What follows belongs to an exercise in optimizing a design on an open flow for small area, a short achievable clock period and few clock cycles per item; a production flow would make more cautious choices.
Function was checked by simulation only, so behaviour that the tests miss may differ from the original.

`flow/config.mk`:
```
export PLATFORM = sky130hd
export DESIGN_NAME = planar_segment_bend_angle_top
export DESIGN_NICKNAME = planar_segment_bend_angle_top
export VERILOG_FILES = /design/flow/design.v
export SDC_FILE = /design/flow/constraint.sdc
export NUM_CORES = 4
export LEC_CHECK = 0
export CAP_MARGIN = 20
export CORE_MARGIN = 2
export CORE_UTILIZATION = 40
export SLEW_MARGIN = 20
```
`flow/constraint.sdc`:
```
create_clock -name core_clock -period 16.0 [get_ports {clk}]
set_input_delay 3.2000 -clock core_clock [delete_from_list [all_inputs] [get_ports {clk}]]
set_output_delay 3.2000 -clock core_clock [all_outputs]
set_load 0.01 [all_outputs]
```
`flow/design.v`:
```
`timescale 1ns / 1ps
package psba_pkg;
  localparam int QUAT_BITS = 16;
  localparam int CORDIC_STEPS_DEF = 16;
  localparam int MAX_RINGS_DEF = 16;
  localparam int PROD_BITS = 2 * QUAT_BITS;
  localparam int PROD_SHIFT = 2 * (QUAT_BITS - 1) - 30;
  localparam int CW = 34;
  localparam int ITER_W = 5;
  localparam int JOBQ_DEPTH = 2;
  localparam logic signed [CW-1:0] ONE30 = 34'sd1073741824;
  localparam logic signed [CW-1:0] PI30 = 34'sd3373259426;
  localparam logic signed [CW-1:0] HALFPI30 = 34'sd1686629713;
  localparam logic signed [CW-1:0] INVGAIN30 = 34'sd652032874;
  localparam logic [47:0] PI30_HALF = 48'd1686629713;
  localparam logic [47:0] PI30_DEN = 48'd3373259426;
  localparam logic [31:0] INC_RECIP = 32'((64'd1 << 63) / 64'd3373259426);
  localparam logic [61:0] SQRT_TOP_BIT = 62'd1 << 60;
  localparam logic [61:0] ONE60 = 62'd1 << 60;
  typedef struct packed {
    logic signed [QUAT_BITS-1:0] quat_x;
    logic signed [QUAT_BITS-1:0] quat_y;
    logic signed [QUAT_BITS-1:0] quat_z;
    logic signed [QUAT_BITS-1:0] quat_w;
    logic                        frame_end;
  } psba_in_t;
  typedef struct packed {
    logic [15:0] bend_angle;
    logic [3:0]  segment_number;
    logic        frame_done;
  } psba_out_t;
  typedef struct packed {
    logic signed [CW-1:0] r01;
    logic signed [CW-1:0] r11;
    logic                 last;
  } psba_job_t;
  typedef enum logic [1:0] {
    F_IDLE,
    F_MUL,
    F_PUSH
  } psba_front_state_t;
  typedef enum logic [3:0] {
    B_IDLE,
    B_ROT,
    B_MULC,
    B_MULS,
    B_SQR,
    B_SQRT,
    B_PRE,
    B_VEC,
    B_CLAMP,
    B_DIV,
    B_DONE
  } psba_back_state_t;
endpackage
`timescale 1ns / 1ps
import psba_pkg::*;
module psba_front (
  input  logic      clk,
  input  logic      rst_n,
  input  logic      in_valid,
  output logic      in_ready,
  input  psba_pkg::psba_in_t  in_data,
  output logic      job_valid,
  input  logic      job_ready,
  output psba_pkg::psba_job_t job
);
  psba_pkg::psba_front_state_t state_r, state_nxt;
  psba_pkg::psba_in_t q_r, q_nxt;
  logic [1:0] step_r, step_nxt;
  logic signed [CW-1:0] acc01_r, acc01_nxt, acc11_r, acc11_nxt;
  logic signed [QUAT_BITS-1:0] op_a, op_b;
  logic signed [PROD_BITS-1:0] prod;
  logic signed [CW-1:0] prod30;
  always_comb begin
    state_nxt = state_r;
    unique case (state_r)
      F_IDLE: if (in_valid) state_nxt = F_MUL;
      F_MUL:  if (step_r == 2'd3) state_nxt = F_PUSH;
      F_PUSH: if (job_ready) state_nxt = F_IDLE;
      default: state_nxt = F_IDLE;
    endcase
  end
  logic signed [CW-1:0] r01_w, r11_w;
  assign in_ready  = (state_r == F_IDLE);
  assign job_valid = (state_r == F_PUSH);
  assign r01_w     = acc01_r <<< 1;
  assign r11_w     = (acc11_r <<< 1) - ONE30;
  assign job       = {r01_w, r11_w, q_r.frame_end};
  always_comb begin
    unique case (step_r)
      2'd0: begin op_a = q_r.quat_x; op_b = q_r.quat_y; end
      2'd1: begin op_a = q_r.quat_w; op_b = q_r.quat_z; end
      2'd2: begin op_a = q_r.quat_w; op_b = q_r.quat_w; end
      default: begin op_a = q_r.quat_y; op_b = q_r.quat_y; end
    endcase
    prod   = op_a * op_b;
    prod30 = CW'(prod >>> PROD_SHIFT);
    q_nxt     = q_r;
    step_nxt  = step_r;
    acc01_nxt = acc01_r;
    acc11_nxt = acc11_r;
    if (state_r == F_IDLE && in_valid) begin
      q_nxt    = in_data;
      step_nxt = 2'd0;
    end
    if (state_r == F_MUL) begin
      step_nxt = step_r + 2'd1;
      unique case (step_r)
        2'd0: acc01_nxt = prod30;
        2'd1: acc01_nxt = acc01_r - prod30;
        2'd2: acc11_nxt = prod30;
        default: acc11_nxt = acc11_r + prod30;
      endcase
    end
  end
  always_ff @(posedge clk) begin
    if (!rst_n) begin
      state_r <= F_IDLE;
    end else begin
      state_r <= state_nxt;
    end
    q_r     <= q_nxt;
    step_r  <= step_nxt;
    acc01_r <= acc01_nxt;
    acc11_r <= acc11_nxt;
  end
endmodule
`timescale 1ns / 1ps
import psba_pkg::*;
module psba_fifo (
  input  logic      clk,
  input  logic      rst_n,
  input  logic      wr_valid,
  output logic      wr_ready,
  input  psba_pkg::psba_job_t wr_data,
  output logic      rd_valid,
  input  logic      rd_ready,
  output psba_pkg::psba_job_t rd_data
);
  localparam int PW = $clog2(JOBQ_DEPTH);
  logic [2*CW:0] mem_r [JOBQ_DEPTH];   
  logic [PW-1:0] wp_r, rp_r;
  logic [PW:0] cnt_r;
  logic do_wr, do_rd;
  assign wr_ready = (cnt_r != (PW + 1)'(JOBQ_DEPTH));
  assign rd_valid = (cnt_r != '0);
  assign rd_data  = mem_r[rp_r];
  assign do_wr    = wr_valid && wr_ready;
  assign do_rd    = rd_valid && rd_ready;
  always_ff @(posedge clk) begin
    if (!rst_n) begin
      wp_r  <= '0;
      rp_r  <= '0;
      cnt_r <= '0;
    end else begin
      if (do_wr) wp_r <= wp_r + PW'(1);
      if (do_rd) rp_r <= rp_r + PW'(1);
      if (do_wr && !do_rd) cnt_r <= cnt_r + (PW + 1)'(1);
      else if (do_rd && !do_wr) cnt_r <= cnt_r - (PW + 1)'(1);
    end
    if (do_wr) mem_r[wp_r] <= wr_data;
  end
endmodule
`timescale 1ns / 1ps
import psba_pkg::*;
module psba_back #(
  parameter int CORDIC_STEPS = psba_pkg::CORDIC_STEPS_DEF,
  parameter int MAX_RINGS    = psba_pkg::MAX_RINGS_DEF
) (
  input  logic      clk,
  input  logic      rst_n,
  input  logic      job_valid,
  output logic      job_ready,
  input  psba_pkg::psba_job_t job,
  output logic      out_valid,
  input  logic      out_ready,
  output psba_pkg::psba_out_t out_data
);
  localparam int RW = (MAX_RINGS > 1) ? $clog2(MAX_RINGS) : 1;
  localparam logic [ITER_W-1:0] LAST_ITER = ITER_W'(CORDIC_STEPS - 1);
  localparam logic [ITER_W-1:0] LAST_DIV = ITER_W'(2);
  function automatic logic signed [CW-1:0] atan_q30(input logic [ITER_W-1:0] i);
    unique case (i)
      5'd0:  atan_q30 = 34'sh03243F6A8;
      5'd1:  atan_q30 = 34'sh01DAC6705;
      5'd2:  atan_q30 = 34'sh00FADBAFC;
      5'd3:  atan_q30 = 34'sh007F56EA6;
      5'd4:  atan_q30 = 34'sh003FEAB76;
      5'd5:  atan_q30 = 34'sh001FFD55B;
      5'd6:  atan_q30 = 34'sh000FFFAAA;
      5'd7:  atan_q30 = 34'sh0007FFF55;
      5'd8:  atan_q30 = 34'sh0003FFFEA;
      5'd9:  atan_q30 = 34'sh0001FFFFD;
      5'd10: atan_q30 = 34'sh0000FFFFF;
      5'd11: atan_q30 = 34'sh00007FFFF;
      5'd12: atan_q30 = 34'sh00003FFFF;
      5'd13: atan_q30 = 34'sh00001FFFF;
      5'd14: atan_q30 = 34'sh00000FFFF;
      5'd15: atan_q30 = 34'sh000007FFF;
      5'd16: atan_q30 = 34'sh000003FFF;
      5'd17: atan_q30 = 34'sh000001FFF;
      5'd18: atan_q30 = 34'sh000000FFF;
      5'd19: atan_q30 = 34'sh0000007FF;
      5'd20: atan_q30 = 34'sh0000003FF;
      5'd21: atan_q30 = 34'sh0000001FF;
      5'd22: atan_q30 = 34'sh0000000FF;
      5'd23: atan_q30 = 34'sh00000007F;
      5'd24: atan_q30 = 34'sh00000003F;
      5'd25: atan_q30 = 34'sh00000001F;
      5'd26: atan_q30 = 34'sh00000000F;
      5'd27: atan_q30 = 34'sh000000007;
      5'd28: atan_q30 = 34'sh000000003;
      5'd29: atan_q30 = 34'sh000000001;
      default: atan_q30 = '0;
    endcase
  endfunction
  psba_pkg::psba_back_state_t state_r, state_nxt;
  psba_pkg::psba_job_t job_r, job_nxt;
  logic [ITER_W-1:0] iter_r, iter_nxt;
  logic [15:0] sum_r, sum_nxt;
  logic [RW-1:0] ring_r, ring_nxt;
  logic flip_r, flip_nxt;
  logic signed [CW-1:0] x_r, x_nxt, y_r, y_nxt, z_r, z_nxt;
  logic signed [35:0] pc_r, pc_nxt;
  logic signed [31:0] c_r, c_nxt;
  logic [61:0] t_r, t_nxt, sq_r, sq_nxt, bit_r, bit_nxt;
  logic [31:0] ang_r, ang_nxt;
  logic [47:0] rem_r, rem_nxt;
  logic [15:0] q_r, q_nxt;
  psba_pkg::psba_out_t out_r, out_nxt;
  logic out_valid_r, out_valid_nxt;
  logic load;
  logic signed [15:0] s_raw;
  logic signed [16:0] s_fold;
  logic fold;
  logic signed [50:0] zprod;
  logic signed [CW-1:0] dx, dy, co, si, atan_v;
  logic signed [31:0] co32, si32;
  logic signed [65:0] mprod;
  logic signed [36:0] cdiff;
  logic signed [63:0] csq;
  logic [61:0] sq_sum;
  logic signed [CW-1:0] zc;
  logic [63:0] rprod;
  logic [47:0] nrm;
  assign load = (state_r == B_DONE) && (!out_valid_r || out_ready);
  always_comb begin
    state_nxt = state_r;
    unique case (state_r)
      B_IDLE:  if (job_valid) state_nxt = B_ROT;
      B_ROT:   if (iter_r == LAST_ITER) state_nxt = B_MULC;
      B_MULC:  state_nxt = B_MULS;
      B_MULS:  state_nxt = B_SQR;
      B_SQR:   state_nxt = B_SQRT;
      B_SQRT:  if (bit_r[0]) state_nxt = B_PRE;
      B_PRE:   state_nxt = B_VEC;
      B_VEC:   if (iter_r == LAST_ITER) state_nxt = B_CLAMP;
      B_CLAMP: state_nxt = B_DIV;
      B_DIV:   if (iter_r == LAST_DIV) state_nxt = B_DONE;
      B_DONE:  if (load) state_nxt = B_IDLE;
      default: state_nxt = B_IDLE;
    endcase
  end
  always_comb begin
    job_ready = (state_r == B_IDLE);
    out_valid = out_valid_r;
    out_data  = out_r;
  end
  always_comb begin
    s_raw = signed'(sum_r);
    fold  = 1'b0;
    s_fold = 17'(s_raw);
    if (s_raw > 16'sd16384) begin
      s_fold = 17'(s_raw) - 17'sd32768;
      fold   = 1'b1;
    end else if (s_raw < -16'sd16384) begin
      s_fold = 17'(s_raw) + 17'sd32768;
      fold   = 1'b1;
    end
    zprod  = 51'(s_fold) * 51'(PI30);
    dx     = y_r >>> iter_r;
    dy     = x_r >>> iter_r;
    atan_v = atan_q30(iter_r);
    co     = flip_r ? -x_r : x_r;
    si     = flip_r ? -y_r : y_r;
    co32   = 32'(co);
    si32   = 32'(si);
    mprod  = (state_r == B_MULC) ? 66'(co32) * 66'(job_r.r11)
                                 : 66'(si32) * 66'(job_r.r01);
    cdiff  = 37'(pc_r) - 37'(mprod >>> 30);
    csq    = 64'(c_r) * 64'(c_r);
    sq_sum = sq_r + bit_r;
    zc     = z_r;
    if (z_r < 0) zc = '0;
    if (z_r > PI30) zc = PI30;
    rprod  = 64'(ang_r) * 64'(INC_RECIP);
    nrm    = (48'(ang_r) << 15) + PI30_HALF;
    job_nxt = job_r;  iter_nxt = iter_r;  sum_nxt = sum_r;  ring_nxt = ring_r;
    flip_nxt = flip_r;  x_nxt = x_r;  y_nxt = y_r;  z_nxt = z_r;
    pc_nxt = pc_r;  c_nxt = c_r;  t_nxt = t_r;  sq_nxt = sq_r;  bit_nxt = bit_r;
    ang_nxt = ang_r;  rem_nxt = rem_r;  q_nxt = q_r;
    out_nxt = out_r;  out_valid_nxt = out_valid_r;
    if (out_valid_r && out_ready) out_valid_nxt = 1'b0;
    unique case (state_r)
      B_IDLE: begin
        if (job_valid) begin
          job_nxt  = job;
          flip_nxt = fold;
          x_nxt    = INVGAIN30;
          y_nxt    = '0;
          z_nxt    = CW'(zprod >>> 15);
          iter_nxt = '0;
        end
      end
      B_ROT, B_VEC: begin
        if ((state_r == B_ROT) ? !z_r[CW-1] : !y_r[CW-1]) begin
          x_nxt = (state_r == B_ROT) ? x_r - dx : x_r + dx;
          y_nxt = (state_r == B_ROT) ? y_r + dy : y_r - dy;
          z_nxt = (state_r == B_ROT) ? z_r - atan_v : z_r + atan_v;
        end else begin
          x_nxt = (state_r == B_ROT) ? x_r + dx : x_r - dx;
          y_nxt = (state_r == B_ROT) ? y_r - dy : y_r + dy;
          z_nxt = (state_r == B_ROT) ? z_r + atan_v : z_r - atan_v;
        end
        iter_nxt = (iter_r == LAST_ITER) ? '0 : iter_r + ITER_W'(1);
      end
      B_MULC: pc_nxt = 36'(mprod >>> 30);
      B_MULS: begin
        if (cdiff > 37'(ONE30)) c_nxt = 32'(ONE30);
        else if (cdiff < -(37'(ONE30))) c_nxt = -(32'(ONE30));
        else c_nxt = 32'(cdiff);
      end
      B_SQR: begin
        t_nxt   = ONE60 - 62'(csq);
        sq_nxt  = '0;
        bit_nxt = SQRT_TOP_BIT;
      end
      B_SQRT: begin
        if (t_r >= sq_sum) begin
          t_nxt  = t_r - sq_sum;
          sq_nxt = (sq_r >> 1) + bit_r;
        end else begin
          sq_nxt = sq_r >> 1;
        end
        bit_nxt = bit_r >> 2;
      end
      B_PRE: begin
        if (c_r < 0) begin
          x_nxt = CW'(sq_r);
          y_nxt = -(CW'(c_r));
          z_nxt = HALFPI30;
        end else begin
          x_nxt = CW'(c_r);
          y_nxt = CW'(sq_r);
          z_nxt = '0;
        end
        iter_nxt = '0;
      end
      B_CLAMP: begin
        ang_nxt  = 32'(zc);
        q_nxt    = '0;
        iter_nxt = '0;
      end
      B_DIV: begin
        if (iter_r == '0) begin
          q_nxt = 16'(rprod >> 48);
        end else if (iter_r == ITER_W'(1)) begin
          rem_nxt = nrm - 48'(q_r) * PI30_DEN;
        end else if (rem_r >= (PI30_DEN << 1)) begin
          q_nxt = q_r + 16'd2;
        end else if (rem_r >= PI30_DEN) begin
          q_nxt = q_r + 16'd1;
        end
        iter_nxt = iter_r + ITER_W'(1);
      end
      B_DONE: begin
        if (load) begin
          out_nxt.bend_angle     = 16'((33'(ang_r) + 33'd32768) >> 16);
          out_nxt.segment_number = 4'(ring_r);
          out_nxt.frame_done     = job_r.last;
          out_valid_nxt          = 1'b1;
          if (job_r.last) begin
            sum_nxt  = '0;
            ring_nxt = '0;
          end else begin
            sum_nxt = sum_r + q_r;
            if (ring_r != RW'(MAX_RINGS - 1)) ring_nxt = ring_r + RW'(1);
          end
        end
      end
      default: ;
    endcase
  end
  always_ff @(posedge clk) begin
    if (!rst_n) begin
      state_r     <= B_IDLE;
      sum_r       <= '0;
      ring_r      <= '0;
      out_valid_r <= 1'b0;
      iter_r      <= '0;
    end else begin
      state_r     <= state_nxt;
      sum_r       <= sum_nxt;
      ring_r      <= ring_nxt;
      out_valid_r <= out_valid_nxt;
      iter_r      <= iter_nxt;
    end
    job_r  <= job_nxt;
    flip_r <= flip_nxt;
    x_r    <= x_nxt;
    y_r    <= y_nxt;
    z_r    <= z_nxt;
    pc_r   <= pc_nxt;
    c_r    <= c_nxt;
    t_r    <= t_nxt;
    sq_r   <= sq_nxt;
    bit_r  <= bit_nxt;
    ang_r  <= ang_nxt;
    rem_r  <= rem_nxt;
    q_r    <= q_nxt;
    out_r  <= out_nxt;
  end
endmodule
`timescale 1ns / 1ps
import psba_pkg::*;
module planar_segment_bend_angle_top #(
  parameter int CORDIC_STEPS = psba_pkg::CORDIC_STEPS_DEF,
  parameter int MAX_RINGS    = psba_pkg::MAX_RINGS_DEF
) (
  input  logic        clk,
  input  logic        rst_n,
  input  logic        in_valid,
  output logic        in_ready,
  input  logic [15:0] quat_x,
  input  logic [15:0] quat_y,
  input  logic [15:0] quat_z,
  input  logic [15:0] quat_w,
  input  logic        frame_end,
  output logic        out_valid,
  input  logic        out_ready,
  output logic [15:0] bend_angle,
  output logic [3:0]  segment_number,
  output logic        frame_done
);
  psba_pkg::psba_in_t  in_data;
  psba_pkg::psba_out_t out_data;
  psba_pkg::psba_job_t f_job, b_job;
  logic f_valid, f_ready, b_valid, b_ready;
  assign in_data.quat_x    = quat_x;
  assign in_data.quat_y    = quat_y;
  assign in_data.quat_z    = quat_z;
  assign in_data.quat_w    = quat_w;
  assign in_data.frame_end = frame_end;
  assign bend_angle     = out_data.bend_angle;
  assign segment_number = out_data.segment_number;
  assign frame_done     = out_data.frame_done;
  psba_front u_front (
    .clk       (clk),
    .rst_n     (rst_n),
    .in_valid  (in_valid),
    .in_ready  (in_ready),
    .in_data   (in_data),
    .job_valid (f_valid),
    .job_ready (f_ready),
    .job       (f_job)
  );
  psba_fifo u_fifo (
    .clk      (clk),
    .rst_n    (rst_n),
    .wr_valid (f_valid),
    .wr_ready (f_ready),
    .wr_data  (f_job),
    .rd_valid (b_valid),
    .rd_ready (b_ready),
    .rd_data  (b_job)
  );
  psba_back #(
    .CORDIC_STEPS (CORDIC_STEPS),
    .MAX_RINGS    (MAX_RINGS)
  ) u_back (
    .clk       (clk),
    .rst_n     (rst_n),
    .job_valid (b_valid),
    .job_ready (b_ready),
    .job       (b_job),
    .out_valid (out_valid),
    .out_ready (out_ready),
    .out_data  (out_data)
  );
endmodule
```
`flow/run.sh`:
```
#!/bin/bash
# synth_recipe.tcl (not shown) runs the flow's synth.tcl, then flattens the netlist and writes it again
# the make line also repeats each setting of config.mk as NAME=value (left out here)
make -C /OpenROAD-flow-scripts/flow DESIGN_CONFIG=/design/flow/config.mk WORK_HOME=/design/flow/orfs CLKGATE_MAP_FILE= SYNTH_SCRIPT=/design/flow/synth_recipe.tcl finish
```
==> summary.md <==
| Metric | Value |
|---|---|
| Status | `finished clean` |
| Nets | `27700` |
| WHS Path Cells | `0` |
| R2R cell count | `48` |
| Port bufs | `91` |
| Worst r2r src | `u_back.x_r[15]` |
| Worst Setup Start Kind | `flop` |
| Post-CTS resize count | `0` |
| Most frequent cells in the layout | `inv_1 (4751), fa_1 (4251), nand2_1 (2344)` |
| WS Path Type | `flop to flop` |
| Setup bufs post-CTS | `0` |
| Area grow syn2layout | `6.51%` |
| Final setup TNS | `0 ps` |
| Area of the multi-input gates | `163000 µm²` |
| Die Width | `725 µm` |
| DRC Markers | `0` |
| Total of max-cap violations | `0` |
| Synth Register Bits | `842` |
| Finish-stage setup viols | `0` |
| Mux contribution to synthesized area | `1.48%` |
| Slew margin rel. | `20.8%` |
| Asr flop ratio synth | `0%` |
| WL final | `601000 µm` |
| Fin Clk Skew | `119 ps` |
| Hold Crit Class | `flop to flop` |
| Initial core utilization | `40.2%` |
| Post-synth top area share | `40.9%` |
| Worst hold start | `u_front.acc01_r[0]` |
| I/O Pins | `92` |
| Final period util | `89.4%` |
| Worst hold slack | `479 ps` |
| Area share of fa/ha/maj cells after synthesis | `52.9%` |
| Slew @ Worst Pin | `1180 ps` |
| Final Hold Viols | `0` |
| Post-synthesis compound-gate area fraction | `8.15%` |
| Combinational family with the most area after synthesis | `adder cells` |
| Commonest non-fill, non-tap cell in the layout | `inv_1` |
| Flop2flop setup slack | `1690 ps` |
| CP max stage delay | `650 ps` |
| Fillers | `50300` |
| Layout cells sized above 1 | `4.05%` |
| WP buf/inv | `3` |
| Top area cells in the synthesized netlist | `fa_1 (41%), ha_1 (12%), edfxtp_1 (11%)` |
| Crit end category | `flop` |
| Die height | `725 µm` |
| Simple-gate share of the synthesized area | `11.8%` |
| Vias in the first global route | `159000` |
| Hold Buf Count CTS | `0` |
| Placed cell area | `217000 µm²` |
| Initial antenna violation count | `20` |
| Syn_area_per_cell | `9.56 µm²` |
| Synth cell types | `104` |
| Clock-pin slew on the worst setup and hold paths | `60 ps` |
| Finished Core Util | `42.8%` |
| CTS max path bufs | `4` |
| Pins Over Slew Limit | `0` |
| RSZ-0062 raised after global routing | `no` |
| Crit-path most repeated cell | `fa_1` |
| Synthesized Nets | `28100` |
| Final Cell Area | `221000 µm²` |
| Num CTS Buffers | `113` |
| Grt total ovfl | `0` |
| Syn Std Cell Area | `208000 µm²` |
| DIE AREA | `525000 µm²` |
| Register area | `24600 µm²` |
| Post-synthesis sequential area ratio | `11.8%` |
| Router iterations before antenna repair | `6` |
| Drt wl/cell | `21.1 µm` |
| Top FF cell, synth | `edfxtp_1` |
| Minimum clock period | `14310 ps` |
| Gr usage total | `23.2%` |
| Via Count | `149000` |
| Root Driver | `clkbuf_16` |
| CP delay by family, top | `adder cells` |
| R2R Path End | `u_back.c_r[6]` |
| Antenna-violating nets left | `0` |
| Placed wire-length estimate | `485000 µm` |
| Worst Path Arrival | `14970 ps` |
| Yosys Warn Count | `3` |
| DRT iter0 DRCs | `11000` |
| Worst Hold End | `u_fifo.mem_r[1][36]` |
| Slowest stage cell on the critical path | `or4_1` |
| EDFF count, synth | `776` |
| GPL Wtd Cong | `0.937` |
| Core Footprint | `517000 µm²` |
| Critical Path RT | `16660 ps` |
| First-pass GRT wire length | `946000 µm` |
| Synth Area in XOR/XNOR | `3.69%` |
| Place WS | `1980 ps` |
| TritonCTS clock tree | `yes` |
| Clk latency of the worst-skew pair | `910 ps` |
| Fmax | `0.0699 GHz` |
| Largest net degree at the start of global routing | `79` |
| Row cnt | `264` |
| Vias per inst | `5.23` |
| Mapped Cells | `21700` |
| Worst-path fanout max | `30` |
| Yosys top cell by area | `fa_1` |
| Worst setup margin | `1690 ps` |
| # clock sinks | `842` |
| Htree depth | `3` |
routing by layer:
layer	vias to the layer above	GRT usage [%]	part of all wire [%]
met2	4812	37.4	46
met5	-	0	0.0076
met4	8	6.52	3.3
met3	828	3.85	7.3
met1	76200	32.3	44
li1	66800	-	-
synth_stat cells (67+ instances only):
library cell / number
a211oi_1: 92
a21o_1: 300
a21oi_1: 736
a31oi_1: 100
and2_1: 935
and3_1: 87
buf_1: 73
clkbuf_1: 768
edfxtp_1: 776
fa_1: 4251
ha_1: 1990
inv_1: 4755
mux2_2: 105
mux2i_1: 129
nand2_1: 2345
nand2b_1: 117
nand3_1: 135
nand4_1: 93
nor2_1: 940
nor2b_1: 199
nor3_1: 149
o21a_1: 151
o21ai_0: 606
o21bai_1: 119
or2_2: 67
or3_1: 74
xnor2_1: 575
xor2_1: 301
worst max-delay path by stage:
stage,from,end,slack [ps],depth (start not counted)
floorplan,u_back.y_r[7],u_back.c_r[6],3570,50
global placement,u_back.y_r[1],u_back.c_r[6],2160,48
detailed placement,u_back.y_r[1],u_back.c_r[6],1980,49
CTS,u_back.x_r[15],u_back.c_r[6],1790,48
global route,u_back.x_r[15],u_back.c_r[6],830,48
finish,u_back.x_r[15],u_back.c_r[6],1690,48
metrics by stage:
stage | instances
2_1_floorplan | 21700
3_3_place_gp | 28200
3_5_place_dp | 28200
4_1_cts | 28400
5_1_grt | 28400
6_report | 28400
worst reg2reg max path, delay by kind of cell (launching register included):
family	cells	cell delay, ps
AOI/OAI and AO/OA	20	4380
DFF	1	540
buffers and inverters	3	730
and+or+nand+nor	13	2950
xor gates and xnor gates	2	750
adders and majority gates	10	4730
area by class of cell:
| class | instances | share of cell area (%) |
|---|---|---|
| Antenna cell | 13 | 0.0147 |
| Clock buffer | 141 | 1.37 |
| Clock inverter | 67 | 0.371 |
| Inverter | 4770 | 8.09 |
| Multi-Input combinational cell | 15300 | 73.6 |
| Sequential cell | 842 | 11.1 |
| Tap cell | 6916 | 3.91 |
| Timing Repair Buffer | 410 | 1.51 |
flip-flops by register name, indices dropped and copies added, names as in the netlist, 34 cells and up:
name and flops:
u_back.job_r 67, u_back.y_r 34, u_back.pc_r 36, u_fifo.mem_r 134
u_back.sq_r 62, u_front.q_r 65, u_back.x_r 34, u_back.rem_r 47
u_back.z_r 34, u_back.t_r 62
logic make-up after synthesis:
group	count (synthesis)
compound gates	2654
mux	261
buf+inv	5615
xor+xnor	876
fa+ha+maj	6241
flops	842
simple gates	5256
Testbench counts, summed over its fixed seeds: cycles 140,216, items 1,920.

-- separate check: timing with driven ports --
No port has a modelled driver above. Below, the same layout with a new extraction and two added sets of constraints. Step 1: set_driving_cell puts a clkbuf_16 on clk and a buf_2 on each other input, an assumption about the parent block. Step 2 also shifts input and output timing later by t, the mid clock arrival at the registers, as if the neighbouring blocks saw the same clock. a / b / c = ideal ports / drivers / drivers and shift; a / b = the first two.
t, ns: 0.948
slack for setup (ns): 1.689 / 1.689 / 1.689
worst hold slack (ns): 0.479 / 0.479 / 0.479
worst setup path at the end: register to register
latest minus earliest clock arrival (ns): 0.121 / 0.121
After both steps this run still meets setup and hold. For this run, drivers alone change the setup slack by 0.000 ns; drivers and shift together by 0.000 ns.
